Background: an optimization exercise with open tools, aiming at small area. Do not read the settings as production practice.
The RTL was checked by simulation tests, not by an equivalence proof against the original design.
Power is estimated from default activity; no workload was simulated.

$ cat flow/design.v
`default_nettype none
module crack_sched #(
    parameter int NENG = 2
) (
    input  logic                clk,
    input  logic                rst_n,
    input  logic                en,
    output logic                rdy,
    output logic [23:0]         key,
    output logic                key_valid,
    output logic [7:0]          ct_addr,
    input  logic [7:0]          ct_rddata,
    output logic [NENG-1:0]     eng_en,
    input  logic [NENG-1:0]     eng_rdy,
    input  logic [24*NENG-1:0]  eng_key,
    input  logic [NENG-1:0]     eng_key_valid,
    input  logic [8*NENG-1:0]   eng_ct_addr,
    output logic [8*NENG-1:0]   eng_ct_rddata
);
    typedef enum logic [2:0] {
        IDLE   = 3'b000,
        COPY   = 3'b001,
        LAUNCH = 3'b011,
        PULSE  = 3'b010,
        RUN1   = 3'b110,
        RUN    = 3'b111
    } state_t;
    state_t            state_q, state_d;
    logic [7:0]        cnt_q, cnt_d;
    logic [7:0]        len_q;
    logic              last_q, last_d;
    logic [NENG-1:0]   done_q, done_d;
    logic [23:0]       key_q, key_d;
    logic              key_valid_q, key_valid_d;
    logic [255:0][7:0] ring_q;
    logic [7:0]        rd_q [NENG];
    logic              copy, first, second;
    logic [7:0]        len_eff;
    logic [NENG-1:0]   done_now;
    logic [NENG-1:0]   hit;
    logic [23:0]       key_sel;
    always_comb begin
        copy     = (state_q == COPY);
        first    = copy && (cnt_q == 8'd0);
        second   = copy && (cnt_q == 8'd1) && !last_q;
        len_eff  = second ? ct_rddata : len_q;
        done_now = done_q | eng_rdy;
        hit      = done_now & eng_key_valid;
        key_sel  = '0;
        for (int i = NENG - 1; i >= 0; i--) begin
            if (hit[i]) key_sel = eng_key[24*i +: 24];
        end
        state_d     = state_q;
        cnt_d       = cnt_q + 8'd1;
        last_d      = 1'b0;
        done_d      = '0;
        key_d       = key_q;
        key_valid_d = key_valid_q;
        case (state_q)
            IDLE: begin
                if (en) begin
                    state_d = COPY;
                    cnt_d   = 8'd0;
                end
            end
            COPY: begin
                if (last_q || (second && len_eff == 8'd0)) begin
                    state_d = LAUNCH;
                end
                if (!first && !last_q && (cnt_q == len_eff || len_eff == 8'd0)) begin
                    cnt_d = cnt_q;
                end
                last_d = !first && !last_q && (cnt_q == len_eff);
            end
            LAUNCH: begin
                if (&eng_rdy) state_d = PULSE;
            end
            PULSE: begin
                state_d = RUN1;
            end
            RUN1: begin
                state_d = RUN;
            end
            RUN: begin
                done_d      = done_now;
                key_d       = key_sel;
                key_valid_d = |hit;
                if (|hit || &done_now) state_d = IDLE;
            end
            default: state_d = IDLE;
        endcase
    end
    always_ff @(posedge clk) begin
        cnt_q  <= cnt_d;
        len_q  <= len_eff;
        last_q <= last_d;
        done_q <= done_d;
        ring_q <= {ring_q[254:0], copy ? ct_rddata : ring_q[255]};
    end
    generate
        for (genvar g = 0; g < NENG; g++) begin : g_rd_port
            logic [7:0]  pos;
            logic [15:0] lo, hi;
            logic [7:0]  rd;
            assign pos = cnt_q + ~eng_ct_addr[8*g +: 8];
            assign lo  = 16'd1 << pos[3:0];
            assign hi  = 16'd1 << pos[7:4];
            for (genvar b = 0; b < 8; b++) begin : g_bit
                logic [255:0] col;
                for (genvar j = 0; j < 256; j++) begin : g_col
                    assign col[j] = ring_q[j][b];
                end
                crack_sched_col u_col (.lo(lo), .hi(hi), .d(col), .y(rd[b]));
            end
            always_ff @(posedge clk) rd_q[g] <= rd;
            assign eng_ct_rddata[8*g +: 8] = rd_q[g];
        end
    endgenerate
    always_ff @(posedge clk or negedge rst_n) begin
        if (!rst_n) begin
            state_q     <= IDLE;
            key_q       <= '0;
            key_valid_q <= 1'b0;
        end else begin
            state_q     <= state_d;
            key_q       <= key_d;
            key_valid_q <= key_valid_d;
        end
    end
    assign rdy       = (state_q == IDLE);
    assign key       = key_q;
    assign key_valid = key_valid_q;
    assign ct_addr   = cnt_q;
    assign eng_en    = {NENG{state_q == PULSE}};
endmodule
module crack_sched_col (
    input  logic [15:0]  lo,
    input  logic [15:0]  hi,
    input  logic [255:0] d,
    output logic         y
);
    logic [15:0] yn;
    for (genvar g = 0; g < 16; g++) begin : g_grp
        crack_sched_grp u_grp (.lo(lo), .hi(hi[g]), .d(d[16*g +: 16]), .yn(yn[g]));
    end
    assign y = ~&yn;
endmodule
module crack_sched_grp (
    input  logic [15:0] lo,
    input  logic        hi,
    input  logic [15:0] d,
    output logic        yn
);
    logic [5:0] xn;
    for (genvar k = 0; k < 5; k++) begin : g_aoi
        crack_sched_aoi222 u_aoi (
            .a0(d[3*k]),   .b0(lo[3*k]),
            .a1(d[3*k+1]), .b1(lo[3*k+1]),
            .a2(d[3*k+2]), .b2(lo[3*k+2]),
            .y(xn[k])
        );
    end
    assign xn[5] = ~(d[15] & lo[15]);
    assign yn = ~(hi & ~&xn);
endmodule
module crack_sched_aoi222 (
    input  logic a0, b0, a1, b1, a2, b2,
    output logic y
);
    assign y = ~((a0 & b0) | (a1 & b1) | (a2 & b2));
endmodule
`default_nettype wire
$ cat flow/run.sh
#!/bin/bash
# synth_recipe.tcl (not shown) runs the flow's synth.tcl, then flattens the netlist and writes it again
# the make line also repeats each setting of config.mk as NAME=value (left out here)
make -C /OpenROAD-flow-scripts/flow DESIGN_CONFIG=/design/flow/config.mk WORK_HOME=/design/flow/orfs CLKGATE_MAP_FILE= SYNTH_SCRIPT=/design/flow/synth_recipe.tcl finish
$ cat flow/config.mk
export PLATFORM = sky130hd
export DESIGN_NAME = crack_sched
export DESIGN_NICKNAME = crack_sched
export VERILOG_FILES = /design/flow/design.v
export SDC_FILE = /design/flow/constraint.sdc
export NUM_CORES = 4
export LEC_CHECK = 0
export CAP_MARGIN = 20
export CORE_MARGIN = 2
export CORE_UTILIZATION = 40
export SLEW_MARGIN = 20
export SYNTH_HIERARCHICAL = 1
export SYNTH_MINIMUM_KEEP_SIZE = 0
$ cat flow/constraint.sdc
create_clock -name core_clock -period 5.0 [get_ports {clk}]
set_input_delay 1.0000 -clock core_clock [delete_from_list [all_inputs] [get_ports {clk}]]
set_output_delay 1.0000 -clock core_clock [all_outputs]
set_load 0.01 [all_outputs]
==> results of run 1 <==
routing by layer:
layer  wire, um  vias to the layer above
met5          0                        -
met4      12900                        0
met3      35500                      686
met2     111000                     4196
met1      99000                    26500
li1           -                    22300
per-module statistics from Yosys (local to each module, per instance):
module	copies in the design	cells inside	flip-flops and latches	cell area [um2]
crack_sched	1	2552	2111	45200
crack_sched_aoi222	1280	1	0	10.0
crack_sched_col	16	5	0	32.5
crack_sched_grp	256	3	0	25.0
critical path, stage by stage (launching register included):
cell      delay [ns]
edfxtp_1        0.70
ha_1            0.36
inv_1           0.09
fa_2            0.56
nand2b_1        0.37
nor2_4          0.20
buf_12          0.27
buf_4           0.18
a222oi_1        0.39
nand4_1         0.19
o21ai_2         0.26
nand4_1         0.18
or4_1           0.54
layout make-up:
cell class,instances,area (um2)
clock buffers,298,5910
clock inverters,70,857
fillers,13800,80600
inverters,30,113
multi-input cells,2514,22900
flip-flops and latches,2111,42500
well taps,2160,2700
repair buffers,461,5400
worst paths after layout:
| path | cells past startpoint | slack [ns] | endpoint |
|---|---|---|---|
| setup / recovery | 12 | 0.57 | rd_q[1][2] |
| hold / removal | 0 | 0.34 | ring_q[330] |
| setup reg to reg | 12 | 0.57 | rd_q[1][2] |
| hold reg to reg | 0 | 0.34 | ring_q[330] |
| max in group asynchronous | 2 | 4.17 | key_q[21] |
| min in group asynchronous | 2 | 0.55 | key_q[1] |
layout by cell type, fill, tap and decap left out, drive strengths merged, types with 3 or more instances in the layout:
| cell | n |
|---|---|
| nand2 | 42 |
| or4 | 22 |
| or2 | 4 |
| nand4 | 321 |
| inv | 39 |
| clkinv | 35 |
| dfxtp | 2075 |
| clkinvlp | 10 |
| bufinv | 16 |
| nand2b | 10 |
| nand3 | 11 |
| o31a | 3 |
| nor2 | 48 |
| o211ai | 3 |
| a22oi | 25 |
| ha | 17 |
| nor3 | 16 |
| dfrtp | 28 |
| a21o | 5 |
| nor2b | 7 |
| xnor2 | 15 |
| and3 | 8 |
| a31oi | 14 |
| xor2 | 11 |
| clkbuf | 298 |
| o21a | 7 |
| a211oi | 5 |
| o21ai | 296 |
| buf | 331 |
| edfxtp | 8 |
| a222oi | 1281 |
| and2 | 3 |
| clkdlybuf4s50 | 130 |
| a21oi | 31 |
| o2111ai | 10 |
| a21bo | 256 |
| mux2 | 14 |
report_power, final:
part	switching, mW	total, mW	leakage, nW	internal, mW
logic	11.8	16.2	9.90	4.32
registers	0.910	18.8	17.2	17.9
clock network	6.63	15.6	3.32	9.01
total	19.4	50.6	30.4	31.2
through the flow:
stage | hold slack [ns] | power (mW) | cells
finish | 0.343 | 50.6 | 7644
global route | 0.346 | 51.4 | 7644
CTS | 0.345 | 49.9 | 7642
detailed placement | 0.356 | 34.5 | 7274
global placement | 0.351 | 34.2 | 7266
floorplan | 0.350 | 24.4 | 4680
cell families after synthesis:
logic type | Yosys count
AO/OA/AOI/OAI | 1957
XOR/XNOR | 26
adder cells (fa/ha/maj) | 19
buffers and inverters | 55
flip-flops | 2111
multiplexers | 16
AND/OR/NAND/NOR | 496
sequential cells by signal, indices dropped and copies added, names as in the netlist:
register	count
state_q	3
cnt_q	8
ring_q	2048
key_q	24
done_q	2
key_valid_q	1
rd_q	16
last_q	1
len_q	8
==> results.py, run 1 <==
metrics = {
    "global_route": {
        "grt_first_pass_wirelength_um": 366000,
        "grt_usage": 0.300,
        "use_met2": 0.449,
        "antenna_found_initial": 1,
        "grtUsageMet1": 0.399,
        "overflow": 0,
        "grt_max_degree": 58,
        "grt-busiest-layer": "met2",
        "grt_pass1_vias": 52300,
        "use_met3": 0.0799,
    },
    "routing": {
        "drt-initial-drc-count": 13200,
        "dr.pass1.iters": 12,
        "vias": 53700,
        "ant_nets": 0,
        "routed_wl_um": 258000,
        "routed_via_density": 7.03,
        "wl_per_cell_um": 33.7,
        "drc": 0,
    },
    "synthesis": {
        "synth-adder-area-share": 0.00389,
        "synth_top_family_by_area": "compound AO/OA/AOI/OAI gates",
        "synth-simple-area-share": 0.0449,
        "yosysMostFrequentCell": "dfxtp_1",
        "synth_mux_area_frac": 0.00273,
        "synth_edf_count": 8,
        "synth_top_area_frac": 0.639,
        "yosysTopAreaCell": "dfxtp_1",
        "synth-compound-area-share": 0.288,
        "synth_area_um2": 65000,
        "syn_inst": 4680,
        "ys_seq_area_frac": 0.654,
        "ys.flop_type": "dfxtp_1",
        "syn_area_per_cell_um2": 13.9,
        "synth_area_leaders": "dfxtp_1, a222oi_1, a21bo_1",
        "synth_warnings": 8,
        "synth_xor_area_frac": 0.00350,
        "synth_fp_nets": 4778,
        "yosys_register_bits": 2111,
        "async_flop_share": 0.0133,
        "synth_cell_types": 60,
        "synth_common_cells": "dfxtp_1, a222oi_1, nand4_1, a21bo_1, o21ai_2",
    },
    "clock_network": {
        "htreeDepth": 4,
        "cts_root_buffer": "clkbuf_16",
        "cts_buffers": 201,
        "cts_tree": "built",
        "worstSkewPairLatency_ns": 0.84,
        "clk_pin_slew_worst_paths_ns": 0.06,
        "hold_buffers": 0,
        "cts_setup_buffers": 0,
        "post_cts_resized": 0,
        "cts_buffer_depth": 3,
        "cts_sinks": 2111,
    },
    "placement": {
        "placed_cell_area_um2": 73500,
        "gp_congestion": 0.867,
        "dp_hpwl_um": 151000,
        "place_ws_ns": -0.0612,
        "port_buffers": 130,
    },
    "pwr": {
        "cellPowerDensity_nw_per_um2": 629,
        "ir_drop_mv": 0.593,
        "leakage_nw": 30.4,
    },
    "sta": {
        "rsz0062_at_grt": "no",
        "hold_viol": 0,
        "fin_setup_tns_ns": 0,
        "fmax_mhz": 226,
        "setup_ws_ns": 0.571,
        "tightest_slew_ns": 1.22,
        "slew_violations": 0,
        "relSlewSlack": 0.186,
        "finalClockSkew_ns": 0.0332,
        "fin_crit_ns": 4.43,
        "final-setup-viol-count": 0,
        "fin_crit_sh": 0.886,
    },
    "setup_path": {
        "arrival_ns": 5.13,
        "timing.rr.start": "cnt_q[0]",
        "start_kind": "flip-flop",
        "crit_path_start": "cnt_q[0]",
        "critPathMaxFanout": 37,
        "critPathCaptureType": "flip-flop",
        "worstSetupPathType": "reg2reg",
        "cp.required_ns": 5.70,
    },
    "die": {
        "core_um2": 161000,
        "row_count": 147,
        "die_x_um": 407,
        "start_util": 0.404,
        "io_pins": 131,
        "die_y_um": 407,
        "die_area_um2": 166000,
    },
    "outcome": {
        "status": "finished clean",
    },
    "worst_hold_path": {
        "hold_path_class": "reg2reg",
        "hold_start": "ring_q[322]",
    },
    "layout": {
        "layout-drive-gt1-share": 0.183,
        "finalNetCount": 5417,
        "finalInstanceArea_um2": 80400,
        "fin_util": 0.499,
        "antenna_cells": 0,
        "synthToLayoutAreaGrowth_pct": 23.7,
    },
    "flow_run": {
        "drv_cap": 0,
    },
}
==> run 2, diff against run 1 <==
--- a/flow/config.mk
+++ b/flow/config.mk
@@ -7,6 +7,9 @@
 export LEC_CHECK = 0
-export CAP_MARGIN = 20
+export CAP_MARGIN = 0
 export CORE_MARGIN = 2
 export CORE_UTILIZATION = 40
-export SLEW_MARGIN = 20
+export CTS_BUF_LIST = sky130_fd_sc_hd__clkbuf_4 sky130_fd_sc_hd__clkbuf_8
+export CTS_CLUSTER_DIAMETER = 50
+export CTS_CLUSTER_SIZE = 16
+export SLEW_MARGIN = 0
 export SYNTH_HIERARCHICAL = 1
==> run 2 against run 1 <==
  * Still clean
  * Flip-flop and latch count stayed put
  * Synthesized area stayed put
  * Via count is 1.4% lower
  * Worst hold slack worse by 0.0095 ns
  * Core utilization is 2.2 points lower
  * Worst setup slack worse by 0.0056 ns
  * Synthesized cell count stayed put
  * Sequential share of layout area is 2.5 points higher
  * Sequential power hardly changed
  * Non-clock buffer count is 7 lower
  * Critical path depth stayed put
  * Largest power group unchanged
==> results.py, run 2 <==
metrics = {
    "outcome": {
        "status": "finished clean",
    },
    "layout": {
        "finalInstanceArea_um2": 76800,
        "nFillCells": 14200,
        "fin_util": 0.477,
        "instances_no_fill": 7524,
        "finalNetCount": 5377,
        "layout_commonest_cell": "dfxtp_1",
        "largestRegisters": "ring_q x2048, key_q x24, rd_q x16",
        "layout-drive-gt1-share": 0.174,
        "synthToLayoutAreaGrowth_pct": 18.1,
        "largest_reg_flops": 2048,
        "max_flop_register": "ring_q",
        "final_cell_mix": "dfxtp_1, a222oi_1, nand4_1",
    },
    "synthesis": {
        "synth_cell_types": 60,
        "yosysMostFrequentCell": "dfxtp_1",
        "synth_warnings": 8,
        "yosys_register_bits": 2111,
        "synth_area_leaders": "dfxtp_1, a222oi_1, a21bo_1",
        "async_flop_share": 0.0133,
        "synth_edf_count": 8,
        "ys.flop_type": "dfxtp_1",
        "synth_top_area_frac": 0.639,
        "syn_area_per_cell_um2": 13.9,
        "yosysTopAreaCell": "dfxtp_1",
        "ys_seq_area_frac": 0.654,
        "synth_fp_nets": 4778,
        "synth_area_um2": 65000,
        "synth_common_cells": "dfxtp_1, a222oi_1, nand4_1, a21bo_1, o21ai_2",
        "syn_inst": 4680,
    },
    "routing": {
        "dr_wl_met3_um": 34200,
        "ant_nets": 0,
        "wl_met1_um": 98800,
        "wl_per_cell_um": 33.9,
        "wl_met2_um": 109000,
        "drt-initial-drc-count": 12700,
        "routed_wl_um": 255000,
        "routed_via_density": 7.04,
        "top_layer_used": "met5",
        "vias": 53000,
        "dr.pass1.iters": 14,
        "drc": 0,
    },
    "clock_network": {
        "cts_setup_buffers": 0,
        "hold_buffers": 0,
        "cts_sinks": 2111,
        "post_cts_resized": 0,
        "htreeDepth": 4,
        "worstSkewPairLatency_ns": 0.98,
        "clk_pin_slew_worst_paths_ns": 0.10,
        "cts_buffer_depth": 3,
        "cts_buffers": 168,
        "cts_tree": "built",
        "cts_root_buffer": "clkbuf_8",
    },
    "pwr": {
        "leakage_nw": 28.8,
        "power_mw": 44.7,
        "cellPowerDensity_nw_per_um2": 582,
        "ir_drop_mv": 0.645,
    },
    "die": {
        "die_area_um2": 166000,
        "row_count": 147,
        "core_um2": 161000,
        "die_y_um": 407,
        "die_x_um": 407,
        "io_pins": 131,
        "start_util": 0.404,
    },
    "placement": {
        "port_buffers": 130,
        "dp_hpwl_um": 150000,
        "placed_cell_area_um2": 73400,
        "gp_congestion": 0.867,
        "place_inst": 7269,
    },
    "global_route": {
        "grt_max_degree": 58,
        "antenna_found_initial": 6,
        "overflow": 0,
        "grt_usage": 0.297,
        "grt_pass1_vias": 51900,
        "grt_first_pass_wirelength_um": 362000,
    },
    "setup_path": {
        "cp.required_ns": 5.83,
        "critPathMaxFanout": 37,
        "worstSetupPathType": "reg2reg",
        "critPathCaptureType": "flip-flop",
        "arrival_ns": 5.26,
        "r2r_slack_ns": 0.57,
        "start_kind": "flip-flop",
    },
    "sta": {
        "fin_crit_sh": 0.887,
        "fmax_mhz": 226,
        "tightest_slew_ns": 1.46,
        "finalClockSkew_ns": 0.0498,
        "relSlewSlack": 0.0296,
        "final-setup-viol-count": 0,
        "slew_violations": 0,
        "hold_viol": 0,
        "holdWs_ns": 0.333,
        "rsz0062_at_grt": "no",
        "fin_crit_ns": 4.43,
    },
    "flow_run": {
        "drv_cap": 0,
    },
    "worst_hold_path": {
        "hold_path_class": "reg2reg",
    },
}
## run 2: cell types whose count changed in the layout (fill, tap and decap cells not counted), sizes merged
| cell | change |
|---|---|
| buf | -7 |
| bufinv | -7 |
| clkbuf | -94 |
| clkinv | -17 |
| clkinvlp | +1 |
| diode | +1 |
| inv | +3 |
## run 2: cell type report
class | instances | area (um2) | share of cell area
Tap cell | 2160 | 2700 | 0.0352
Timing Repair Buffer | 454 | 5260 | 0.0685
Sequential cell | 2111 | 42500 | 0.553
Clock inverter | 50 | 604 | 0.00787
Clock buffer | 204 | 2730 | 0.0356
Antenna cell | 1 | 2.50 | 0.0000326
Multi-Input combinational cell | 2514 | 22900 | 0.298
Inverter | 30 | 113 | 0.00147
## run 2: worst paths after layout
check / start / to / depth (start not counted)
worst max-delay path: cnt_q[0] / rd_q[1][2] / 12
worst min-delay path: ring_q[545] / ring_q[553] / 0
worst max register to register: cnt_q[0] / rd_q[1][2] / 12
worst min register to register: ring_q[545] / ring_q[553] / 0
max in group asynchronous: rst_n / key_q[18] / 2
min in group asynchronous: rst_n / key_q[3] / 2
## run 2: per-stage QoR
step / worst slack (ns) / setup TNS, ns
2_1_floorplan: -0.0901 / -1.21
3_3_place_gp: -0.195 / -0.707
3_5_place_dp: -0.0412 / -0.0412
4_1_cts: 0.594 / 0
5_1_grt: 0.465 / 0
6_report: 0.566 / 0
## run 2: Yosys stat by module (local to each module, per instance)
module              copies in the design  cell area, um2
crack_sched_col                       16            32.5
crack_sched_aoi222                  1280            10.0
crack_sched_grp                      256            25.0
crack_sched                            1           45200
## run 2: metal layers
metal,up-vias,GRT usage
met4,10,0.151
met3,682,0.0835
met1,26100,0.393
li1,22100,-
met5,-,0
met2,3986,0.442
## run 2: power by group
part	internal (mW)	total, mW	switching, mW
clock network	4.11	9.88	5.76
registers	17.8	18.7	0.902
logic	4.24	16.1	11.8
## run 2: kinds of logic (layout without fill, tap and decap cells)
group	after synthesis	in the layout	share of synthesized area
xor gates and xnor gates	26	26	0.00350
DFF	2111	2111	0.654
buffers and inverters	55	738	0.00333
muxes	16	16	0.00273
AOI/OAI and AO/OA	1957	1957	0.288
adders and majority gates	19	19	0.00389
and+or+nand+nor	496	496	0.0449
other	0	1	0
## run 2: worst max-delay path, cell delays in order, from the launching register on
cell and delay, ns:
edfxtp_1 0.70, ha_1 0.34, inv_1 0.08, fa_2 0.56
nand2b_1 0.37, nor2_4 0.20, buf_12 0.26, buf_4 0.18
a222oi_1 0.43, nand4_1 0.19, o21ai_2 0.25, nand4_1 0.18
or4_1 0.54
==> run 3, diff against run 2 <==
--- a/flow/config.mk
+++ b/flow/config.mk
@@ -9,3 +9,3 @@
 export CORE_MARGIN = 2
-export CORE_UTILIZATION = 40
+export CORE_UTILIZATION = 60
 export CTS_BUF_LIST = sky130_fd_sc_hd__clkbuf_4 sky130_fd_sc_hd__clkbuf_8
@@ -13,2 +13,3 @@
 export CTS_CLUSTER_SIZE = 16
+export PLACE_DENSITY = 0.7
 export SLEW_MARGIN = 0
==> run 3 against run 2 <==
  * Cell count down 10%
  * Wire length down 5.3%
  * Clock-buffer cell count down 12
  * Via count up 1.6%
  * Sequential share of layout area up 0.99 points
  * Design area down 1.7%
  * Global-route usage up 12 points
  * Critical path type is now in2reg
  * Critical endpoint is now rd_q[1][5]
  * Largest power group unchanged
==> results.py, run 3 <==
metrics = {
    "outcome": {
        "status": "finished clean",
    },
    "sta": {
        "hold_viol": 0,
        "slew_violations": 0,
        "final-setup-viol-count": 0,
        "tightest_slew_ns": 1.34,
        "rsz0062_at_grt": "no",
        "fin_crit_sh": 0.859,
        "fin_crit_ns": 4.29,
        "holdWs_ns": 0.315,
        "fmax_mhz": 233,
        "relSlewSlack": 0.102,
        "fin_setup_tns_ns": 0,
        "finalClockSkew_ns": 0.0672,
    },
    "setup_path": {
        "cp-endpoint": "rd_q[1][5]",
        "critPathCaptureType": "flip-flop",
        "r2r_end": "rd_q[1][0]",
        "cp.required_ns": 5.78,
        "start_kind": "input pin",
        "rr_worst_depth": 14,
        "r2r_slack_ns": 0.72,
        "arrival_ns": 5.07,
        "timing.rr.start": "cnt_q[2]",
        "worstSetupPathType": "in2reg",
        "critPathMaxFanout": 30,
        "crit_path_start": "eng_ct_addr[9]",
    },
    "worst_hold_path": {
        "hold_path_class": "reg2reg",
        "hold_start": "ring_q[1746]",
    },
    "layout": {
        "largest_reg_flops": 2048,
        "nFillCells": 7675,
        "layout_commonest_cell": "dfxtp_1",
        "final_cell_mix": "dfxtp_1, a222oi_1, nand4_1",
        "fin_util": 0.703,
        "finalNetCount": 5386,
        "max_flop_register": "ring_q",
        "finalInstanceArea_um2": 75400,
        "layout-drive-gt1-share": 0.173,
        "largestRegisters": "ring_q x2048, key_q x24, rd_q x16",
        "synthToLayoutAreaGrowth_pct": 16.1,
    },
    "synthesis": {
        "synth_top_family_by_area": "compound AO/OA/AOI/OAI gates",
        "yosysMostFrequentCell": "dfxtp_1",
        "synth-compound-area-share": 0.288,
        "syn_area_per_cell_um2": 13.9,
        "synth_mux_area_frac": 0.00273,
        "synth_cell_types": 60,
        "synth-adder-area-share": 0.00389,
        "synth-simple-area-share": 0.0449,
        "ys_seq_area_frac": 0.654,
        "ys.flop_type": "dfxtp_1",
        "synth_area_um2": 65000,
        "async_flop_share": 0.0133,
        "synth_warnings": 8,
        "syn_inst": 4680,
        "synth_area_leaders": "dfxtp_1, a222oi_1, a21bo_1",
        "synth_common_cells": "dfxtp_1, a222oi_1, nand4_1, a21bo_1, o21ai_2",
        "yosysTopAreaCell": "dfxtp_1",
        "synth_xor_area_frac": 0.00350,
        "synth_top_area_frac": 0.639,
        "synth_fp_nets": 4778,
        "yosys_register_bits": 2111,
        "synth_edf_count": 8,
    },
    "global_route": {
        "grt_first_pass_wirelength_um": 350000,
        "grt_max_degree": 63,
        "overflow": 0,
        "grt_usage": 0.420,
        "antenna_found_initial": 9,
        "grt_pass1_vias": 52300,
    },
    "routing": {
        "dr.pass1.iters": 13,
        "routed_via_density": 7.96,
        "drc": 0,
        "vias": 53800,
        "ant_nets": 0,
        "wl_per_cell_um": 35.7,
        "drt-initial-drc-count": 13700,
        "routed_wl_um": 242000,
    },
    "clock_network": {
        "worstSkewPairLatency_ns": 0.93,
        "cts_root_buffer": "clkbuf_8",
        "cts_setup_buffers": 0,
        "clk_pin_slew_worst_paths_ns": 0.10,
        "cts_tree": "built",
        "cts_buffer_depth": 3,
        "cts_buffers": 164,
        "hold_buffers": 0,
        "htreeDepth": 4,
        "post_cts_resized": 0,
        "cts_sinks": 2111,
    },
    "die": {
        "io_pins": 131,
        "die_area_um2": 111000,
        "core_um2": 107000,
        "start_util": 0.606,
        "die_y_um": 333,
        "row_count": 120,
        "die_x_um": 333,
    },
    "pwr": {
        "cellPowerDensity_nw_per_um2": 579,
        "leakage_nw": 28.6,
        "ir_drop_mv": 0.728,
    },
    "placement": {
        "placed_cell_area_um2": 72200,
        "dp_hpwl_um": 147000,
        "gp_congestion": 0.903,
        "port_buffers": 130,
    },
    "flow_run": {
        "drv_cap": 0,
    },
}
## run 3: cell counts after synthesis
No cell type changed its count.
## run 3: modules after synthesis (local to each module, per instance)
module,cells inside,area [um2]
crack_sched_grp,3,25.0
crack_sched_col,5,32.5
crack_sched_aoi222,1,10.0
crack_sched,2552,45200
## run 3: cell families (layout without fill, tap and decap cells)
family	after synthesis	after routing
DFF	2111	2111
muxes	16	16
buffers and inverters	55	733
xor gates and xnor gates	26	26
and+or+nand+nor	496	496
AOI/OAI and AO/OA	1957	1957
other	0	4
adders and majority gates	19	19
## run 3: how the worst min path moves through the flow
stage | to | slack, ns | cells after the start
global placement | ring_q[1631] | 0.35 | 0
CTS | ring_q[1754] | 0.33 | 0
floorplan | ring_q[1848] | 0.35 | 0
finish | ring_q[1754] | 0.32 | 0
detailed placement | ring_q[957] | 0.36 | 0
global route | ring_q[1754] | 0.34 | 0
## run 3: power breakdown
| group | internal, mW | switching (mW) | leakage, nW |
|---|---|---|---|
| clock | 3.92 | 5.54 | 1.57 |
| combinational | 4.06 | 11.4 | 9.83 |
| sequential | 17.8 | 0.903 | 17.2 |
| total | 25.8 | 17.9 | 28.6 |
## run 3: metrics by stage
stage	cells	setup WS, ns	power, mW
6_report	6765	0.706	43.7
3_3_place_gp	6525	-0.114	33.5
3_5_place_dp	6525	-0.102	33.6
2_1_floorplan	4680	-0.0901	24.4
5_1_grt	6762	0.611	44.1
4_1_cts	6761	0.846	42.7
## run 3: area by class of cell
class / instances / area (um2) / share of cell area
clock inverters: 44 / 553 / 0.00733
multi-input cells: 2514 / 22900 / 0.303
repair buffers: 467 / 5030 / 0.0667
clock buffers: 192 / 2590 / 0.0344
well taps: 1403 / 1760 / 0.0233
flip-flops and latches: 2111 / 42500 / 0.563
inverters: 30 / 113 / 0.00149
diodes: 4 / 10.0 / 0.000133
## run 3: routing by layer
| layer | wire, um | global-route usage | up-vias |
|---|---|---|---|
| met4 | 15700 | 0.240 | 12 |
| met2 | 103000 | 0.626 | 4545 |
| li1 | - | - | 22100 |
| met1 | 87300 | 0.548 | 26100 |
| met3 | 35200 | 0.121 | 971 |
| met5 | 162 | 0.00391 | - |
## run 3: critical path, stage by stage
cell and delay [ns]:
clkdlybuf4s50_1 0.50, inv_1 0.06, ha_1 0.29, a211oi_2 0.31, nor2_1 0.12, a21o_1 0.21
nand2_2 0.15, buf_4 0.18, nor2_4 0.23, buf_12 0.28, buf_4 0.17, a222oi_1 0.38
nand4_1 0.16, o21ai_2 0.19, nand4_1 0.30, or4_1 0.49
==> run 4, diff against run 3 <==
--- a/flow/design.v
+++ b/flow/design.v
@@ -154,2 +154,3 @@
     logic [5:0] xn;
+    logic [1:0] p;
     for (genvar k = 0; k < 5; k++) begin : g_aoi
@@ -162,4 +163,6 @@
     end
-    assign xn[5] = ~(d[15] & lo[15]);
-    assign yn = ~(hi & ~&xn);
+    crack_sched_nand2 u_last (.a(d[15]), .b(lo[15]), .y(xn[5]));
+    crack_sched_nand3 u_p0 (.a(xn[0]), .b(xn[1]), .c(xn[2]), .y(p[0]));
+    crack_sched_nand3 u_p1 (.a(xn[3]), .b(xn[4]), .c(xn[5]), .y(p[1]));
+    crack_sched_oai21 u_yn (.a0(p[0]), .a1(p[1]), .b(hi), .y(yn));
 endmodule
@@ -171,2 +174,20 @@
 endmodule
+module crack_sched_nand2 (
+    input  logic a, b,
+    output logic y
+);
+    assign y = ~(a & b);
+endmodule
+module crack_sched_nand3 (
+    input  logic a, b, c,
+    output logic y
+);
+    assign y = ~(a & b & c);
+endmodule
+module crack_sched_oai21 (
+    input  logic a0, a1, b,
+    output logic y
+);
+    assign y = ~((a0 | a1) & b);
+endmodule
 `default_nettype wire
==> flow/flow/run.sh (new file) <==
#!/bin/bash
# The standard layout (standard.sh, unchanged synthesis and steps), with one
# change to clock tree synthesis: the same arguments as config.mk's CTS_*
# settings give, plus -dont_use_dummy_load, so CTS adds no dummy load cells.
# All tool logs stay under orfs/logs; standard.sh's own output goes to
# standard.log in this folder.
set -euo pipefail
export CTS_ARGS="-sink_clustering_enable -repair_clock_nets -dont_use_dummy_load -sink_clustering_size 16 -sink_clustering_max_diameter 50 -buf_list {sky130_fd_sc_hd__clkbuf_4 sky130_fd_sc_hd__clkbuf_8}"
bash standard.sh > standard.log 2>&1
==> flow/standard.sh (new file) <==
#!/bin/bash
# synth_recipe.tcl (not shown) runs the flow's synth.tcl, then flattens the netlist and writes it again
# the make line also repeats each setting of config.mk as NAME=value (left out here)
make -C /OpenROAD-flow-scripts/flow DESIGN_CONFIG=/design/flow/config.mk WORK_HOME=/design/flow/orfs CLKGATE_MAP_FILE= SYNTH_SCRIPT=/design/flow/synth_recipe.tcl "${@:-finish}"
--- a/flow/config.mk
+++ b/flow/config.mk
@@ -9,3 +9,3 @@
 export CORE_MARGIN = 2
-export CORE_UTILIZATION = 60
+export CORE_UTILIZATION = 40
 export CTS_BUF_LIST = sky130_fd_sc_hd__clkbuf_4 sky130_fd_sc_hd__clkbuf_8
@@ -13,3 +13,2 @@
 export CTS_CLUSTER_SIZE = 16
-export PLACE_DENSITY = 0.7
 export SLEW_MARGIN = 0
removed: flow/run.sh
==> run 4 against run 3 <==
  * Design area decreased by 3.1%
  * Power fell by 4.9%
  * Still clean on timing, DRC and antenna
  * Non-clock buffer count fell by 77
  * Global-route usage is 13 points lower
  * Flip-flop and latch count did not move
  * Sequential share of layout area up 1.8 points
  * Largest cell class unchanged
  * Critical path depth shrank 5
  * Highest routed layer unchanged
  * Die area is 46% higher
  * Critical path type is now reg2reg
  * Core utilization down 24 points
==> results.py, run 4 <==
metrics = {
    "routing": {
        "ant_nets": 0,
        "routed_wl_um": 244000,
        "drc": 0,
        "wl_per_cell_um": 32.3,
        "dr.pass1.iters": 14,
        "routed_via_density": 7.06,
        "vias": 53300,
        "drt-initial-drc-count": 13600,
    },
    "die": {
        "io_pins": 131,
        "die_x_um": 402,
        "core_um2": 158000,
        "die_area_um2": 162000,
        "row_count": 146,
        "die_y_um": 402,
        "start_util": 0.402,
    },
    "clock_network": {
        "hold_buffers": 0,
        "cts_setup_buffers": 0,
        "htreeDepth": 4,
        "clk_pin_slew_worst_paths_ns": 0.10,
        "cts_buffer_depth": 3,
        "cts_buffers": 163,
        "cts_tree": "built",
        "cts_sinks": 2111,
        "post_cts_resized": 0,
        "worstSkewPairLatency_ns": 0.96,
        "cts_root_buffer": "clkbuf_8",
    },
    "placement": {
        "dp_hpwl_um": 140000,
        "gp_congestion": 0.860,
        "port_buffers": 130,
        "placed_cell_area_um2": 70800,
        "place_inst": 7373,
    },
    "setup_path": {
        "critPathCaptureType": "flip-flop",
        "cp.required_ns": 5.86,
        "critical_path.max_stage_delay_ns": 1.08,
        "start_kind": "flip-flop",
        "critPathMaxFanout": 10,
        "cp_top_family": "compound AO/OA/AOI/OAI gates",
        "worst_path_max_delay_cell": "a31oi_2",
        "crit_buf_inv": 2,
        "worstSetupPathType": "reg2reg",
        "cp_cell_sequence": "inv_1 -> fa_2 -> nor2b_1 -> o21a_1 -> o2111ai_1 -> or2_2 -> a31oi_2 -> buf_4 -> o21ai_1 -> nand4_1 -> or4_1",
        "arrival_ns": 5.16,
    },
    "layout": {
        "finalNetCount": 5564,
        "finalInstanceArea_um2": 73100,
        "max_flop_register": "ring_q",
        "final_cell_mix": "dfxtp_1, a222oi_1, nand3_1",
        "layout-drive-gt1-share": 0.0959,
        "final-seq-area_um2": 42500,
        "largestRegisters": "ring_q x2048, key_q x24, rd_q x16",
        "nFillCells": 14200,
        "layout_commonest_cell": "dfxtp_1",
        "multi_input_area_um2": 21200,
        "instances_no_fill": 7546,
        "largest_reg_flops": 2048,
        "synthToLayoutAreaGrowth_pct": 15.4,
    },
    "synthesis": {
        "yosysTopAreaCell": "dfxtp_1",
        "yosysMostFrequentCell": "dfxtp_1",
        "synth_edf_count": 8,
        "synth_cell_types": 58,
        "async_flop_share": 0.0133,
        "synth_area_leaders": "dfxtp_1, a222oi_1, nand3_1",
        "yosys_register_bits": 2111,
        "syn_area_per_cell_um2": 12.8,
        "syn_inst": 4936,
        "synth_common_cells": "dfxtp_1, a222oi_1, nand3_1, nand2_1, o21ai_1",
        "synth_warnings": 8,
        "ys_seq_area_frac": 0.670,
        "synth_area_um2": 63400,
        "ys.flop_type": "dfxtp_1",
        "synth_fp_nets": 5034,
        "synth_top_area_frac": 0.655,
    },
    "sta": {
        "hold_viol": 0,
        "fin_crit_sh": 0.859,
        "tightest_slew_ns": 1.39,
        "slew_violations": 0,
        "relSlewSlack": 0.0714,
        "fin_setup_tns_ns": 0,
        "finalClockSkew_ns": 0.0910,
        "final-setup-viol-count": 0,
        "fmax_mhz": 233,
        "rsz0062_at_grt": "no",
        "fin_crit_ns": 4.30,
    },
    "pwr": {
        "ir_drop_mv": 0.548,
        "intPower_mw": 24.4,
        "cellPowerDensity_nw_per_um2": 568,
        "p_sw_frac": 0.413,
        "sequentialPowerShare": 0.451,
        "pwr-share-clk": 0.197,
        "leakage_nw": 26.3,
        "p_sw_mw": 17.2,
        "comb_power_share": 0.352,
    },
    "worst_hold_path": {
        "hold_path_class": "reg2reg",
    },
    "global_route": {
        "overflow": 0,
        "grt_pass1_vias": 52400,
        "grt_first_pass_wirelength_um": 353000,
        "grt_max_degree": 69,
        "grt_usage": 0.289,
        "antenna_found_initial": 13,
    },
    "flow_run": {
        "drv_cap": 0,
    },
    "outcome": {
        "status": "finished clean",
    },
}
-- run 4: worst register-to-register path, cell delays in order (launching register included) --
cell and delay (ns):
edfxtp_1 0.64, inv_1 0.26, fa_2 0.49, nor2b_1 0.13, o21a_1 0.27, o2111ai_1 0.21
or2_2 0.38, a31oi_2 1.08, buf_4 0.39, o21ai_1 0.10, nand4_1 0.19, or4_1 0.14
-- run 4: metal layers --
| metal | vias up | track usage | part of all wire |
|---|---|---|---|
| met5 | - | 0 | 0.000074 |
| met3 | 690 | 0.0730 | 0.13 |
| met4 | 4 | 0.142 | 0.049 |
| li1 | 22400 | - | - |
| met2 | 3986 | 0.444 | 0.44 |
| met1 | 26200 | 0.377 | 0.38 |
-- run 4: Yosys stat by module (local to each module, per instance), excerpt --
| module | area, um2 | copies in the design |
|---|---|---|
| crack_sched | 45200 | 1 |
| crack_sched_col | 32.5 | 16 |
| crack_sched_aoi222 | 10.0 | 1280 |
| crack_sched_nand3 | 5.00 | 512 |
| crack_sched_oai21 | 5.00 | 256 |
| crack_sched_nand2 | 3.75 | 256 |
-- run 4: kinds of logic after synthesis --
group                      count (synthesis)  share of synthesized area
and+or+nand+nor                         1008                     0.0763
xor gates and xnor gates                  26                    0.00359
DFF                                     2111                      0.670
adders and majority gates                 19                    0.00399
AOI/OAI and AO/OA                       1701                      0.240
muxes                                     16                    0.00280
buffers and inverters                     55                    0.00342
-- run 4: path summary, 6_finish.rpt --
kind	from	end	slack, ns	cells past startpoint
setup / recovery	cnt_q[1]	rd_q[0][4]	0.70	11
hold / removal	ring_q[824]	ring_q[832]	0.30	0
setup reg to reg	cnt_q[1]	rd_q[0][4]	0.70	11
hold reg to reg	ring_q[824]	ring_q[832]	0.30	0
max in group asynchronous	rst_n	key_q[10]	4.20	2
min in group asynchronous	rst_n	state_q[1]	0.46	2
-- run 4: final cells by class --
| type | count | share of cell area |
|---|---|---|
| Inverter | 30 | 0.00154 |
| Tap cell | 2072 | 0.0355 |
| Clock buffer | 163 | 0.0307 |
| Multi-Input combinational cell | 2770 | 0.290 |
| Sequential cell | 2111 | 0.581 |
| Timing Repair Buffer | 390 | 0.0609 |
| Antenna cell | 10 | 0.000342 |
-- run 4: per-stage QoR --
step	utilization	hold slack (ns)	setup WS, ns	total power, mW
2_1_floorplan	-	0.349	-0.00834	24.1
3_3_place_gp	0.449	0.351	-0.0896	32.9
3_5_place_dp	0.449	0.355	-0.115	33.0
4_1_cts	0.463	0.301	0.728	40.9
5_1_grt	0.463	0.300	0.530	42.2
6_report	0.463	0.302	0.704	41.6
-- run 4: power by group through the flow --
stage | sequential (mW) | clock [mW] | combinational (mW)
after floorplan | 18.8 | 0 | 5.26
after global placement | 19.1 | 0 | 13.8
after detailed placement | 19.1 | 0 | 13.9
after CTS | 18.7 | 8.24 | 14.0
after global routing | 18.9 | 8.82 | 14.5
final | 18.8 | 8.18 | 14.6
==> run 5, diff against run 4 <==
--- a/flow/config.mk
+++ b/flow/config.mk
@@ -9,3 +9,3 @@
 export CORE_MARGIN = 2
-export CORE_UTILIZATION = 40
+export CORE_UTILIZATION = 60
 export CTS_BUF_LIST = sky130_fd_sc_hd__clkbuf_4 sky130_fd_sc_hd__clkbuf_8
@@ -13,2 +13,3 @@
 export CTS_CLUSTER_SIZE = 16
+export PLACE_DENSITY = 0.7
 export SLEW_MARGIN = 0
==> run 5 against run 4 <==
  * Still clean
  * Synthesized area unchanged
  * Core utilization up 22 points
  * Synthesized cell count unchanged
  * Largest cell class unchanged
==> results.py, run 5 <==
metrics = {
    "sta": {
        "rsz0062_at_grt": "no",
        "fmax_mhz": 241,
        "fin_setup_tns_ns": 0,
        "hold_viol": 0,
        "fin_crit_ns": 4.15,
        "slew_violations": 0,
        "tightest_slew_ns": 1.47,
        "relSlewSlack": 0.0172,
        "final-setup-viol-count": 0,
        "finalClockSkew_ns": 0.0951,
        "fin_crit_sh": 0.829,
        "holdWs_ns": 0.311,
    },
    "routing": {
        "drc": 0,
        "dr.pass1.iters": 15,
        "drt-initial-drc-count": 13300,
        "wl_per_cell_um": 33.2,
        "routed_wl_um": 228000,
        "vias": 53100,
        "routed_via_density": 7.76,
        "ant_nets": 0,
    },
    "worst_hold_path": {
        "hold_path_class": "reg2reg",
    },
    "setup_path": {
        "critPathMaxFanout": 27,
        "critical_path.max_stage_delay_ns": 1.08,
        "start_kind": "input pin",
        "cp-endpoint": "rd_q[0][7]",
        "rr_worst_depth": 12,
        "worst_path_max_delay_cell": "nor3_4",
        "crit_path_start": "eng_ct_addr[1]",
        "cp_cell_sequence": "clkdlybuf4s50_1 -> inv_2 -> ha_4 -> a21o_1 -> a21oi_2 -> xor2_1 -> nand2_2 -> nor3_4 -> buf_4 -> a222oi_1 -> nand3_1 -> o21ai_1 -> nand4_1 -> or4_1",
        "worstSetupPathType": "in2reg",
        "timing.rr.start": "cnt_q[0]",
        "r2r_end": "rd_q[0][7]",
        "r2r_slack_ns": 1.06,
        "cp.required_ns": 5.83,
        "critPathCaptureType": "flip-flop",
        "arrival_ns": 4.98,
    },
    "global_route": {
        "antenna_found_initial": 11,
        "grt_pass1_vias": 52300,
        "grt_max_degree": 76,
        "grt_usage": 0.408,
        "grt_first_pass_wirelength_um": 332000,
        "overflow": 0,
    },
    "layout": {
        "layout_commonest_cell": "dfxtp_1",
        "largest_reg_flops": 2048,
        "max_flop_register": "ring_q",
        "synthToLayoutAreaGrowth_pct": 13.9,
        "nFillCells": 7760,
        "largestRegisters": "ring_q x2048, key_q x24, rd_q x16",
        "instances_no_fill": 6849,
        "finalNetCount": 5551,
        "layout-drive-gt1-share": 0.0937,
        "final_cell_mix": "dfxtp_1, a222oi_1, nand3_1",
    },
    "clock_network": {
        "cts_setup_buffers": 0,
        "worstSkewPairLatency_ns": 0.90,
        "post_cts_resized": 0,
        "htreeDepth": 4,
        "clk_pin_slew_worst_paths_ns": 0.10,
        "cts_buffers": 163,
        "cts_root_buffer": "clkbuf_8",
        "cts_sinks": 2111,
        "hold_buffers": 0,
        "cts_buffer_depth": 3,
        "cts_tree": "built",
    },
    "synthesis": {
        "synth_top_area_frac": 0.655,
        "yosysMostFrequentCell": "dfxtp_1",
        "yosys_register_bits": 2111,
        "syn_area_per_cell_um2": 12.8,
        "synth_area_leaders": "dfxtp_1, a222oi_1, nand3_1",
        "syn_inst": 4936,
        "ys.flop_type": "dfxtp_1",
        "ys_seq_area_frac": 0.670,
        "synth_cell_types": 58,
        "synth_warnings": 8,
        "synth_common_cells": "dfxtp_1, a222oi_1, nand3_1, nand2_1, o21ai_1",
        "async_flop_share": 0.0133,
        "yosysTopAreaCell": "dfxtp_1",
        "synth_area_um2": 63400,
        "synth_fp_nets": 5034,
        "synth_edf_count": 8,
    },
    "pwr": {
        "intPower_mw": 24.4,
        "pwr-share-clk": 0.196,
        "p_sw_mw": 16.7,
        "comb_power_share": 0.349,
        "p_sw_frac": 0.406,
        "ir_drop_mv": 0.517,
        "sequentialPowerShare": 0.455,
        "cellPowerDensity_nw_per_um2": 568,
        "power_mw": 41.0,
        "leakage_nw": 26.3,
    },
    "placement": {
        "gp_congestion": 0.891,
        "dp_hpwl_um": 134000,
        "place_inst": 6679,
        "port_buffers": 130,
    },
    "die": {
        "die_area_um2": 108000,
        "die_x_um": 329,
        "core_um2": 105000,
        "row_count": 119,
        "die_y_um": 329,
        "io_pins": 131,
        "start_util": 0.604,
    },
    "flow_run": {
        "drv_cap": 0,
    },
    "outcome": {
        "status": "finished clean",
    },
}
[run 5: cell counts after synthesis]
No cell type changed its count.
[run 5: per-module statistics from Yosys (local to each module, per instance), excerpt]
module	cells inside	times used	flops+latches
crack_sched	2552	1	2111
crack_sched_col	5	16	0
crack_sched_aoi222	1	1280	0
crack_sched_nand3	1	512	0
crack_sched_oai21	1	256	0
crack_sched_nand2	1	256	0
[run 5: how the worst min path moves through the flow]
stage / start / to / slack, ns / cells after the start
floorplan: ring_q[1840] / ring_q[1848] / 0.35 / 0
global placement: ring_q[115] / ring_q[123] / 0.35 / 0
detailed placement: ring_q[739] / ring_q[747] / 0.35 / 0
CTS: ring_q[757] / ring_q[765] / 0.31 / 0
global route: ring_q[1216] / ring_q[1224] / 0.31 / 0
finish: ring_q[757] / ring_q[765] / 0.31 / 0
[run 5: critical path, delay by kind of cell]
family	cells	cell delay (ns)
xor gates and xnor gates	1	0.25
adders and majority gates	1	0.23
and+or+nand+nor	5	1.69
AOI/OAI and AO/OA	4	0.63
buffers and inverters	3	1.15
[run 5: kinds of logic (layout without fill, tap and decap cells)]
| logic type | after synthesis | after routing | share of synthesized area |
|---|---|---|---|
| mux | 16 | 16 | 0.00280 |
| other cells | 0 | 7 | 0 |
| buf+inv | 55 | 570 | 0.00342 |
| flops | 2111 | 2111 | 0.670 |
| xor+xnor | 26 | 26 | 0.00359 |
| simple gates | 1008 | 1008 | 0.0763 |
| compound gates | 1701 | 1701 | 0.240 |
| fa+ha+maj | 19 | 19 | 0.00399 |
[run 5: metal layers]
metal  global-route usage  wire length (um)
met5                    0               111
met4                0.281             16700
met3                0.112             31300
met2                0.611             98000
met1                0.515             81400
[run 5: cell type report]
type | count | area, um2 | area share
repair buffers | 377 | 4340 | 0.0602
flip-flops and latches | 2111 | 42500 | 0.589
diodes | 7 | 17.5 | 0.000243
multi-input cells | 2770 | 21200 | 0.294
clock buffers | 163 | 2240 | 0.0311
inverters | 30 | 113 | 0.00156
well taps | 1391 | 1740 | 0.0241
[run 5: power by group through the flow]
stage	sequential, mW	combinational [mW]	clock [mW]
floorplan	18.8	5.26	0
global placement	19.0	13.4	0
detailed placement	19.0	13.5	0
CTS	18.6	13.5	8.06
global route	18.8	14.1	8.65
finish	18.7	14.3	8.03
[run 5: through the flow]
step	utilization	setup WS, ns	cell area [um2]
final	0.688	0.854	72200
after global routing	0.687	0.819	72200
after CTS	0.687	1.03	72200
after detailed placement	0.666	0.120	69900
after global placement	0.666	0.124	69900
after floorplan	-	-0.00834	63700
==> run 6, diff against run 5 <==
--- a/flow/design.v
+++ b/flow/design.v
@@ -29,3 +29,2 @@
     logic [7:0]        cnt_q, cnt_d;
-    logic [7:0]        len_q;
     logic              last_q, last_d;
@@ -45,3 +44,3 @@
         second   = copy && (cnt_q == 8'd1) && !last_q;
-        len_eff  = second ? ct_rddata : len_q;
+        len_eff  = second ? ct_rddata : key_q[7:0];
         done_now = done_q | eng_rdy;
@@ -66,2 +65,3 @@
             COPY: begin
+                key_d[7:0] = len_eff;
                 if (last_q || (second && len_eff == 8'd0)) begin
@@ -94,3 +94,2 @@
         cnt_q  <= cnt_d;
-        len_q  <= len_eff;
         last_q <= last_d;
--- a/flow/config.mk
+++ b/flow/config.mk
@@ -9,3 +9,3 @@
 export CORE_MARGIN = 2
-export CORE_UTILIZATION = 60
+export CORE_UTILIZATION = 50
 export CTS_BUF_LIST = sky130_fd_sc_hd__clkbuf_4 sky130_fd_sc_hd__clkbuf_8
@@ -13,3 +13,3 @@
 export CTS_CLUSTER_SIZE = 16
-export PLACE_DENSITY = 0.7
+export PLACE_DENSITY = 0.85
 export SLEW_MARGIN = 0
==> run 6 against run 5 <==
  * Now fails the layout checks on capacitance limit, slew limit
  * Critical path type is now reg2reg
  * Core utilization decreased by 12 points
  * Via count increased by 3.4%
  * Wire length decreased by 0.80%
  * Worst hold slack got worse by 0.039 ns
  * Synthesized cell count decreased by 0.34%
  * Design area decreased by 1.1%
==> results.py, run 6 <==
metrics = {
    "outcome": {
        "status": "complete, but fails checks",
        "so_faults": "capacitance limit, slew limit",
    },
    "global_route": {
        "grt_pass1_vias": 54700,
        "grt_usage": 0.332,
        "grt_first_pass_wirelength_um": 333000,
        "antenna_found_initial": 24,
        "grt_max_degree": 83,
        "overflow": 0,
    },
    "layout": {
        "nFillCells": 9669,
        "synthToLayoutAreaGrowth_pct": 13.2,
        "multi_input_area_um2": 20900,
        "max_flop_register": "ring_q",
        "finalNetCount": 5481,
        "finalInstanceArea_um2": 71400,
        "final-seq-area_um2": 42300,
        "largestRegisters": "ring_q x2048, key_q x24, rd_q x16",
        "layout-drive-gt1-share": 0.0773,
        "layout_commonest_cell": "dfxtp_1",
        "final_cell_mix": "dfxtp_1, a222oi_1, nand3_1",
        "largest_reg_flops": 2048,
    },
    "synthesis": {
        "synth_fp_nets": 5017,
        "yosysTopAreaCell": "dfxtp_1",
        "yosys_register_bits": 2103,
        "ys.flop_type": "dfxtp_1",
        "synth_top_area_frac": 0.656,
        "syn_area_per_cell_um2": 12.8,
        "synth_area_um2": 63100,
        "synth_common_cells": "dfxtp_1, a222oi_1, nand3_1, nand2_1, o21ai_1",
        "ys_seq_area_frac": 0.671,
        "synth_edf_count": 8,
        "async_flop_share": 0.0133,
        "yosysMostFrequentCell": "dfxtp_1",
        "syn_inst": 4919,
        "synth_warnings": 8,
        "synth_cell_types": 58,
        "synth_area_leaders": "dfxtp_1, a222oi_1, nand3_1",
    },
    "setup_path": {
        "rr_worst_depth": 12,
        "critPathMaxFanout": 62,
        "cp.required_ns": 5.74,
        "critPathCaptureType": "flip-flop",
        "critical_path.max_stage_delay_ns": 0.65,
        "worstSetupPathType": "reg2reg",
        "r2r_end": "rd_q[1][4]",
        "worst_path_max_delay_cell": "edfxtp_1",
        "timing.rr.start": "cnt_q[0]",
        "r2r_slack_ns": 0.66,
        "cp_cell_sequence": "ha_1 -> inv_1 -> fa_2 -> nand2b_1 -> buf_4 -> nor2_4 -> buf_12 -> a222oi_1 -> nand3_1 -> o21ai_1 -> nand4_1 -> or4_1",
        "arrival_ns": 5.08,
        "start_kind": "flip-flop",
    },
    "routing": {
        "wl_per_cell_um": 32.0,
        "top_layer_used": "met5",
        "dr_wl_met3_um": 39900,
        "ant_nets": 0,
        "wl_met1_um": 75300,
        "dr.pass1.iters": 17,
        "vias": 54900,
        "routed_via_density": 7.79,
        "drc": 0,
        "drt-initial-drc-count": 15900,
        "routed_wl_um": 226000,
        "wl_met2_um": 92800,
    },
    "die": {
        "row_count": 130,
        "die_area_um2": 129000,
        "die_y_um": 359,
        "die_x_um": 359,
        "core_um2": 125000,
        "start_util": 0.503,
        "io_pins": 131,
    },
    "placement": {
        "dp_hpwl_um": 129000,
        "port_buffers": 130,
        "placed_cell_area_um2": 69200,
        "gp_congestion": 0.922,
    },
    "clock_network": {
        "clk_pin_slew_worst_paths_ns": 0.09,
        "htreeDepth": 4,
        "cts_sinks": 2103,
        "cts_setup_buffers": 0,
        "cts_buffer_depth": 3,
        "cts_root_buffer": "clkbuf_8",
        "post_cts_resized": 0,
        "cts_buffers": 157,
        "worstSkewPairLatency_ns": 0.93,
        "hold_buffers": 0,
        "cts_tree": "built",
    },
    "sta": {
        "fin_crit_sh": 0.869,
        "hold_viol": 0,
        "fmax_mhz": 230,
        "fin_crit_ns": 4.34,
        "rsz0062_at_grt": "no",
        "finalClockSkew_ns": 0.130,
        "relSlewSlack": -0.0369,
        "fin_setup_tns_ns": 0,
        "tightest_slew_ns": 1.55,
        "slew_violations": 6,
        "final-setup-viol-count": 0,
    },
    "worst_hold_path": {
        "hold_start": "ring_q[1712]",
        "hold_path_class": "reg2reg",
        "holdPathStages": 0,
        "hold_end": "ring_q[1720]",
    },
    "pwr": {
        "leakage_nw": 25.9,
        "ir_drop_mv": 0.846,
        "cellPowerDensity_nw_per_um2": 577,
    },
    "flow_run": {
        "drv_cap": 1,
    },
}
run 6: layout make-up:
cell class / count / share of cell area
Sequential cell: 2103 / 0.593
Clock buffer: 157 / 0.0303
Timing Repair Buffer: 328 / 0.0530
Multi-Input combinational cell: 2766 / 0.293
Tap cell: 1650 / 0.0289
Antenna cell: 24 / 0.000841
Inverter: 27 / 0.00142
run 6: critical path, delay by kind of cell (launching register included):
| kind | cells | cell delay, ns |
|---|---|---|
| adders and majority gates | 2 | 0.87 |
| buffers and inverters | 3 | 0.47 |
| AOI/OAI and AO/OA | 2 | 0.80 |
| and+or+nand+nor | 5 | 1.34 |
| DFF | 1 | 0.65 |
run 6: worst max path at each step:
stage / endpoint / from / slack [ns] / cells past startpoint
after floorplan: rd_q[1][0] / eng_ct_addr[9] / 0.02 / 12
after global placement: rd_q[0][2] / eng_ct_addr[0] / -0.04 / 17
after detailed placement: rd_q[0][2] / eng_ct_addr[0] / -0.05 / 17
after CTS: rd_q[0][2] / cnt_q[0] / 0.72 / 15
after global routing: rd_q[1][4] / cnt_q[0] / 0.67 / 12
final: rd_q[1][4] / cnt_q[0] / 0.66 / 12
run 6: kinds of logic after synthesis:
family	after synthesis	synth area share
simple gates	1071	0.0806
compound gates	1632	0.235
flops	2103	0.671
fa+ha+maj	19	0.00401
buf+inv	50	0.00311
mux	12	0.00208
xor+xnor	32	0.00456
run 6: layer usage:
metal / track usage / up-vias
met1: 0.408 / 25700
met5: 0 / -
li1: - / 22200
met3: 0.124 / 1395
met2: 0.477 / 5685
met4: 0.240 / 20
run 6: through the flow:
stage	hold WS (ns)	utilization	setup slack, ns	power [mW]	std cells
global placement	0.350	0.551	-0.0429	32.1	6873
detailed placement	0.355	0.551	-0.0462	32.3	6873
CTS	0.265	0.569	0.719	39.8	7030
global route	0.289	0.569	0.670	41.4	7039
floorplan	0.349	-	0.0153	24.5	4919
finish	0.272	0.569	0.657	41.2	7055
run 6: report_power, final:
part	leakage, nW	internal (mW)	switching (mW)
combinational	7.61	3.40	10.7
clock	1.13	2.81	5.08
sequential	17.1	18.0	1.16
total	25.9	24.2	16.9
run 6: Yosys stat by module, one instance, submodules excluded, a selection:
| module | flops+latches | cells inside | cell area, um2 |
|---|---|---|---|
| crack_sched_aoi222 | 0 | 1 | 10.0 |
| crack_sched_nand2 | 0 | 1 | 3.75 |
| crack_sched_col | 0 | 5 | 32.5 |
| crack_sched_nand3 | 0 | 1 | 5.00 |
| crack_sched | 2103 | 2535 | 44900 |
| crack_sched_oai21 | 0 | 1 | 5.00 |
==> run 7, diff against run 6 <==
--- a/flow/config.mk
+++ b/flow/config.mk
@@ -7,3 +7,3 @@
 export LEC_CHECK = 0
-export CAP_MARGIN = 0
+export CAP_MARGIN = 10
 export CORE_MARGIN = 2
@@ -13,4 +13,4 @@
 export CTS_CLUSTER_SIZE = 16
-export PLACE_DENSITY = 0.85
-export SLEW_MARGIN = 0
+export PLACE_DENSITY = 0.75
+export SLEW_MARGIN = 10
 export SYNTH_HIERARCHICAL = 1
==> run 7 against run 6 <==
  * Now clean on timing, DRC and antenna
  * Combinational power up 5%
  * Clock power up 0.8%
  * First-iteration DRC count down 5.8%
  * Register-to-register slack about the same
  * Worst setup slack better by 0.0043 ns
  * Synthesized cell count unchanged
  * Worst hold slack better by 0.054 ns
  * Die area unchanged
  * Largest power group unchanged
==> results.py, run 7 <==
metrics = {
    "clock_network": {
        "cts_buffer_depth": 3,
        "hold_buffers": 0,
        "cts_tree": "built",
        "cts_setup_buffers": 0,
        "cts_root_buffer": "clkbuf_8",
        "post_cts_resized": 0,
        "cts_sinks": 2103,
        "worstSkewPairLatency_ns": 0.91,
        "htreeDepth": 4,
        "cts_buffers": 160,
        "clk_pin_slew_worst_paths_ns": 0.10,
    },
    "global_route": {
        "antenna_found_initial": 18,
        "grt_first_pass_wirelength_um": 336000,
        "grt_pass1_vias": 53000,
        "overflow": 0,
        "grt_max_degree": 86,
        "grt_usage": 0.339,
    },
    "sta": {
        "slew_violations": 0,
        "fin_crit_sh": 0.868,
        "holdWs_ns": 0.326,
        "finalClockSkew_ns": 0.0556,
        "final-setup-viol-count": 0,
        "relSlewSlack": 0.0695,
        "tightest_slew_ns": 1.39,
        "fmax_mhz": 230,
        "fin_setup_tns_ns": 0,
        "hold_viol": 0,
        "rsz0062_at_grt": "no",
        "fin_crit_ns": 4.34,
    },
    "synthesis": {
        "syn_area_per_cell_um2": 12.8,
        "syn_inst": 4919,
        "synth_cell_types": 58,
        "synth_top_area_frac": 0.656,
        "synth_warnings": 8,
        "yosysMostFrequentCell": "dfxtp_1",
        "ys_seq_area_frac": 0.671,
        "synth_common_cells": "dfxtp_1, a222oi_1, nand3_1, nand2_1, o21ai_1",
        "synth_area_um2": 63100,
        "synth_area_leaders": "dfxtp_1, a222oi_1, nand3_1",
        "synth_fp_nets": 5017,
        "async_flop_share": 0.0133,
        "yosys_register_bits": 2103,
        "yosysTopAreaCell": "dfxtp_1",
        "ys.flop_type": "dfxtp_1",
        "synth_edf_count": 8,
    },
    "layout": {
        "finalNetCount": 5542,
        "largest_reg_flops": 2048,
        "layout-drive-gt1-share": 0.0878,
        "synthToLayoutAreaGrowth_pct": 14.4,
        "final_cell_mix": "dfxtp_1, a222oi_1, nand3_1",
        "instances_no_fill": 7107,
        "fin_util": 0.575,
        "finalInstanceArea_um2": 72100,
        "largestRegisters": "ring_q x2048, key_q x24, rd_q x16",
        "layout_commonest_cell": "dfxtp_1",
        "max_flop_register": "ring_q",
    },
    "setup_path": {
        "worstSetupPathType": "reg2reg",
        "cp.required_ns": 5.77,
        "start_kind": "flip-flop",
        "worst_path_max_delay_cell": "edfxtp_1",
        "critPathMaxFanout": 57,
        "rr_worst_depth": 13,
        "critPathCaptureType": "flip-flop",
        "arrival_ns": 5.11,
        "cp_cell_sequence": "ha_1 -> inv_1 -> fa_2 -> xnor2_2 -> nand2_1 -> nor2_4 -> buf_12 -> buf_4 -> a222oi_1 -> nand3_1 -> o21ai_1 -> nand4_1 -> or4_1",
        "critical_path.max_stage_delay_ns": 0.65,
    },
    "die": {
        "die_area_um2": 129000,
        "start_util": 0.503,
        "die_x_um": 359,
        "io_pins": 131,
        "row_count": 130,
        "die_y_um": 359,
        "core_um2": 125000,
    },
    "flow_run": {
        "drv_cap": 0,
    },
    "worst_hold_path": {
        "holdPathStages": 0,
        "hold_path_class": "reg2reg",
    },
    "pwr": {
        "cellPowerDensity_nw_per_um2": 581,
        "ir_drop_mv": 0.605,
        "leakage_nw": 26.3,
    },
    "routing": {
        "drt-initial-drc-count": 14900,
        "dr.pass1.iters": 15,
        "wl_per_cell_um": 32.3,
        "drc": 0,
        "routed_wl_um": 229000,
        "ant_nets": 0,
        "routed_via_density": 7.65,
        "vias": 54300,
    },
    "placement": {
        "dp_hpwl_um": 134000,
        "gp_congestion": 0.912,
        "place_inst": 6932,
        "placed_cell_area_um2": 69900,
        "port_buffers": 130,
    },
    "outcome": {
        "status": "finished clean",
    },
}
-- run 7: worst paths after layout --
check                             start           end  slack (ns)
min                        ring_q[1600]  ring_q[1608]        0.33
min reg2reg                ring_q[1600]  ring_q[1608]        0.33
max in group asynchronous         rst_n     key_q[20]        4.20
min in group asynchronous         rst_n      key_q[5]        0.50
max                            cnt_q[0]    rd_q[1][1]        0.66
max reg2reg                    cnt_q[0]    rd_q[1][1]        0.66
-- run 7: layout make-up --
class	count	area, um2
Inverter	27	101
Sequential cell	2103	42300
Fill cell	9881	53300
Tap cell	1650	2060
Multi-Input combinational cell	2766	20900
Timing Repair Buffer	386	4490
Antenna cell	15	37.5
Clock buffer	160	2200
-- run 7: Yosys stat by module, one instance, submodules excluded, excerpt --
module | cells | flip-flops and latches | area (um2) | times used
crack_sched | 2535 | 2103 | 44900 | 1
crack_sched_nand2 | 1 | 0 | 3.75 | 256
crack_sched_oai21 | 1 | 0 | 5.00 | 256
crack_sched_aoi222 | 1 | 0 | 10.0 | 1280
crack_sched_nand3 | 1 | 0 | 5.00 | 512
crack_sched_col | 5 | 0 | 32.5 | 16
-- run 7: cells by family (layout without fill, tap and decap cells) --
group,Yosys count,count (layout),synth area share
buffers and inverters,50,573,0.00311
flip-flops,2103,2103,0.671
multiplexers,12,12,0.00208
other,0,15,0
XOR/XNOR,32,32,0.00456
adder cells (fa/ha/maj),19,19,0.00401
AND/OR/NAND/NOR,1071,1071,0.0806
AO/OA/AOI/OAI,1632,1632,0.235
-- run 7: critical path: cells and delay by family (launching register included) --
kind | cells | cell delay (ns)
compound gates | 2 | 0.63
xor+xnor | 1 | 0.18
fa+ha+maj | 2 | 0.68
buf+inv | 3 | 0.57
flops | 1 | 0.65
simple gates | 5 | 1.46
-- run 7: layer usage --
layer | track usage | routed length [um]
met5 | 0 | 131
met4 | 0.207 | 14700
met3 | 0.114 | 38600
met2 | 0.482 | 93800
met1 | 0.445 | 82000
-- run 7: report_power, final --
| part | switching, mW | internal [mW] | leakage (nW) |
|---|---|---|---|
| clock | 5.10 | 2.87 | 1.15 |
| sequential | 1.13 | 18.0 | 17.1 |
| combinational | 10.9 | 3.83 | 7.99 |
-- run 7: per-stage QoR --
step,setup slack [ns],total power [mW]
6_report,0.662,41.9
5_1_grt,0.599,42.3
4_1_cts,0.809,40.8
3_5_place_dp,-0.0607,33.2
3_3_place_gp,-0.549,33.0
2_1_floorplan,0.0153,24.5

-- re-timing with driven ports --
How much do the figures lean on ideal ports? The routed layouts below were timed once more, with nothing changed but the port constraints.
Step 1 (the two cells are an assumption about what drives the block):
set clk [get_ports {clk}]
set_driving_cell -lib_cell sky130_fd_sc_hd__clkbuf_16 $clk
set_driving_cell -lib_cell sky130_fd_sc_hd__buf_2 [delete_from_list [all_inputs] $clk]
Step 2 moves the port delays by t, midway between the first and last clock arrival at a register: inputs arrive t later, outputs are due t later. That takes back most of the time a late clock gives input paths.
Three values: ideal ports, drivers, drivers and shift; two values: the first two.
| run | shift t [ns] | setup slack, ns | latest minus earliest clock arrival (ns) |
|---|---|---|---|
| run 1 | 0.911 | 0.571 / 0.571 / -0.166 | 0.039 / 0.040 |
| run 2 | 1.026 | 0.566 / 0.566 / -0.173 | 0.055 / 0.054 |
| run 3 | 0.967 | 0.706 / 0.723 / -0.233 | 0.070 / 0.070 |
| run 4 | 0.982 | 0.704 / 0.704 / -0.164 | 0.113 / 0.113 |
| run 5 | 0.925 | 0.854 / 0.899 / -0.026 | 0.107 / 0.107 |
| run 6 | 0.935 | 0.657 / 0.657 / -0.183 | 0.140 / 0.140 |
| run 7 | 0.960 | 0.662 / 0.662 / -0.127 | 0.060 / 0.060 |
For run 3, which loses most, drivers alone change the setup slack by +0.017 ns; drivers and shift together by -0.939 ns.
